This design comes from an exercise in tuning for small area, a short achievable clock period and few clock cycles per item on the open sky130 flow, not from production work.
Only simulation tests tie the RTL to the original design; equivalence was not proved.

==> run a <==
==> flow/design.v (excerpt) <==
module mul_div_unit #(
  parameter int XLEN = 32
) (
  input  logic            CLK,
  input  logic            RESET_N,
  input  logic            start,
  input  logic            flush,
  input  logic [4:0]      ALU_sel,
  input  logic [XLEN-1:0] operand1,
  input  logic [XLEN-1:0] operand2,
  output logic            is_md,
  output logic            busy,
  output logic            done,
  output logic [XLEN-1:0] result
);
  typedef enum logic [2:0] {S_IDLE, S_MUL, S_DPREP, S_DIV, S_FIX, S_DONE} state_t;
  state_t       r_state;
  logic [2:0]   r_op;
  logic         r_neg_q;      
  logic         r_neg_r;      
  logic [32:0]  r_x;          
  logic [32:0]  r_y;          
  logic [63:0]  r_acc;        
  logic [4:0]   r_cnt;        
  logic [8:0]   r_win;        
  logic [31:0]  r_result;
  assign is_md = (ALU_sel[4:3] == 2'b01);
  wire w_accept = (r_state == S_IDLE) && start && is_md && !flush;
  wire w_sa = !(ALU_sel[1] & ALU_sel[0]);
  wire w_sb = !ALU_sel[1];
  wire [32:0] w_a_ext = {w_sa & operand1[31], operand1};
  wire [32:0] w_b_ext = {w_sb & operand2[31], operand2};
  function automatic logic [3:0] chunks(input logic [32:0] v);
    chunks[0] = !((&v[32:7])  | ~(|v[32:7]));
    chunks[1] = !((&v[32:15]) | ~(|v[32:15]));
    chunks[2] = !((&v[32:23]) | ~(|v[32:23]));
    chunks[3] = !((&v[32:31]) | ~(|v[32:31]));
  endfunction
  wire [3:0] w_ta = chunks(w_a_ext);
  wire [3:0] w_tb = chunks(w_b_ext);
  wire       w_swap = |(w_tb & ~w_ta);           
  wire        w_dsgn  = !ALU_sel[0];
  wire        w_neg_a = w_dsgn & operand1[31];
  wire        w_neg_b = w_dsgn & operand2[31];
  wire [31:0] w_abs_a = w_neg_a ? (~operand1 + 32'd1) : operand1;
  wire [31:0] w_abs_b = w_neg_b ? (~operand2 + 32'd1) : operand2;
  function automatic logic [8:0] window(input logic [32:0] v, input logic [2:0] j);
    logic [40:0] vx;
    vx = {{7{v[32]}}, v, 1'b0};
    case (j)
      3'd0:    window = vx[8:0];
      3'd1:    window = vx[16:8];
      3'd2:    window = vx[24:16];
      3'd3:    window = vx[32:24];
      default: window = vx[40:32];
    endcase
  endfunction
  function automatic logic [2:0] count4(input logic [3:0] t);
    count4 = {2'b00, t[0]} + {2'b00, t[1]} + {2'b00, t[2]} + {2'b00, t[3]};
  endfunction
  wire [2:0] w_topa = count4(w_ta);
  wire [2:0] w_topb = count4(w_tb);
  ...
==> flow/config.mk <==
export PLATFORM = sky130hd
export DESIGN_NAME = mul_div_unit
export DESIGN_NICKNAME = mul_div_unit
export VERILOG_FILES = /design/flow/design.v
export SDC_FILE = /design/flow/constraint.sdc
export NUM_CORES = 4
export LEC_CHECK = 0
export ABC_AREA = 1
export CAP_MARGIN = 20
export CORE_MARGIN = 2
export CORE_UTILIZATION = 40
export SETUP_SLACK_MARGIN = 5
export SLEW_MARGIN = 20
==> flow/constraint.sdc <==
create_clock -name core_clock -period 11.0 [get_ports {CLK}]
set_input_delay 2.2000 -clock core_clock [delete_from_list [all_inputs] [get_ports {CLK}]]
set_output_delay 2.2000 -clock core_clock [all_outputs]
set_load 0.01 [all_outputs]
run.sh (not shown) runs the stock make flow with config.mk's settings and CLKGATE_MAP_FILE= SYNTH_SCRIPT=/design/flow/synth_recipe.tcl, a recipe that flattens the netlist after the stock synthesis.
==> run b (differences from run a) <==
--- a/flow/design.v
+++ b/flow/design.v
@@ -60,13 +60,13 @@
   endfunction
   wire [2:0] w_topa = count4(w_ta);
   wire [2:0] w_topb = count4(w_tb);
   wire [8:0] w_wina = window(w_a_ext, w_topa);
   wire [8:0] w_winb = window(w_b_ext, w_topb);
   wire [8:0] w_win  = r_win;
-  logic [63:0] w_pp [4];
+  logic [41:0] w_pp [4];
   logic [3:0]  w_neg;
   always_comb begin
     for (int i = 0; i < 4; i++) begin
       logic b2, b1, b0, one, two;
       logic [33:0] mag, p;
       b0 = w_win[2*i];
@@ -74,17 +74,20 @@
       b2 = w_win[2*i+2];
       one = b1 ^ b0;
       two = (b2 & ~b1 & ~b0) | (~b2 & b1 & b0);
       mag = one ? {r_x[32], r_x} : (two ? {r_x, 1'b0} : 34'd0);
       p   = b2 ? ~mag : mag;
       w_neg[i] = b2;
-      w_pp[i]  = {{30{p[33]}}, p} << (2*i);
+      w_pp[i]  = {{8{p[33]}}, p} << (2*i);
     end
   end
-  wire [63:0] w_acc_nx = {r_acc[55:0], 8'd0} + w_pp[0] + w_pp[1] + w_pp[2] + w_pp[3]
-                       + {57'd0, w_neg[3], 1'b0, w_neg[2], 1'b0, w_neg[1], 1'b0, w_neg[0]};
+  wire [41:0] w_low = {2'b01, r_acc[31:0], 8'd0} + w_pp[0] + w_pp[1] + w_pp[2] + w_pp[3]
+                    + {35'd0, w_neg[3], 1'b0, w_neg[2], 1'b0, w_neg[1], 1'b0, w_neg[0]};
+  wire [23:0] w_up    = r_acc[55:32];
+  wire [23:0] w_up_nx = w_low[41] ? (w_up + 24'd1) : (w_low[40] ? w_up : (w_up - 24'd1));
+  wire [63:0] w_acc_nx = {w_up_nx, w_low[39:0]};
   wire [31:0] w_mul_res = (r_op[1:0] == 2'b00) ? w_acc_nx[31:0] : w_acc_nx[63:32];
   function automatic logic [5:0] lzc(input logic [31:0] v);
     lzc = 6'd32;
     for (int i = 0; i < 32; i++) if (v[i]) lzc = 6'(31 - i);
   endfunction
   wire [31:0] w_ra   = r_acc[31:0];
@@ -148,23 +151,17 @@
   always_ff @(posedge CLK) begin
     case (r_state)
       S_IDLE: if (w_accept) begin
         r_op    <= ALU_sel[2:0];
         r_neg_q <= w_neg_a ^ w_neg_b;
         r_neg_r <= w_neg_a;
-        if (ALU_sel[2]) begin
-          r_x   <= {1'b0, w_abs_b};
-          r_y   <= {1'b0, operand1};
-          r_acc <= {32'd0, w_abs_a};
-        end else begin
-          r_x   <= w_swap ? w_b_ext : w_a_ext;
-          r_y   <= w_swap ? w_a_ext : w_b_ext;
-          r_acc <= '0;
-          r_cnt <= {2'b00, w_swap ? w_topa : w_topb};
-          r_win <= w_swap ? w_wina : w_winb;
-        end
+        r_x     <= ALU_sel[2] ? {1'b0, w_abs_b} : (w_swap ? w_b_ext : w_a_ext);
+        r_y     <= (w_swap || ALU_sel[2]) ? w_a_ext : w_b_ext;
+        r_acc   <= {32'd0, ALU_sel[2] ? w_abs_a : 32'd0};
+        r_cnt   <= {2'b00, w_swap ? w_topa : w_topb};
+        r_win   <= w_swap ? w_wina : w_winb;
       end
       S_MUL: begin
         r_acc <= w_acc_nx;
         r_cnt <= r_cnt - 5'd1;
         r_win <= window(r_y, r_cnt[2:0] - 3'd1);
       end
==> summary of the runs <==
Of run a and run b, run a has the higher wire length (gap about 11%, measured against run b). Run b went through all stages and came out clean. Run a ran to the end with no violations. Between run b and run a, the lower global-route usage is in run b (gap 2.2 points). In run a the utilization is lower than in run b, by 1.4 points. In run b the final cell count is smaller than in run a, by 5.6%.
Testbench counts of run a, summed over its fixed seeds: cycles 10,330, ops 2,400.
Testbench counts of run b, summed over its fixed seeds: cycles 10,330, ops 2,400.

[port drivers added, routing unchanged]
Ports are ideal in the flow. The routed layouts listed here were re-timed in OpenROAD.
Step 1: set_driving_cell puts a clkbuf_16 on CLK and a buf_2 on each other input, an assumption about the parent block.
Step 2 also shifts input and output timing later by t, the mid clock arrival at the registers, as if the neighbouring blocks saw the same clock.
Slacks: ideal / step 1 / step 2; pairs: ideal / step 1.
run | t (ns) | setup slack, ns | hold WS [ns] | latest minus earliest clock arrival (ns)
run a | 0.518 | 4.790 / 4.790 / 4.577 | 0.489 / 0.489 / 0.489 | 0.019 / 0.019
run b | 0.559 | 4.823 / 4.823 / 4.494 | 0.502 / 0.502 / 0.502 | 0.020 / 0.021
After both steps setup and hold are still met in every run listed. For run b, which loses most, drivers alone change the setup slack by 0.000 ns; drivers and shift together by -0.329 ns.
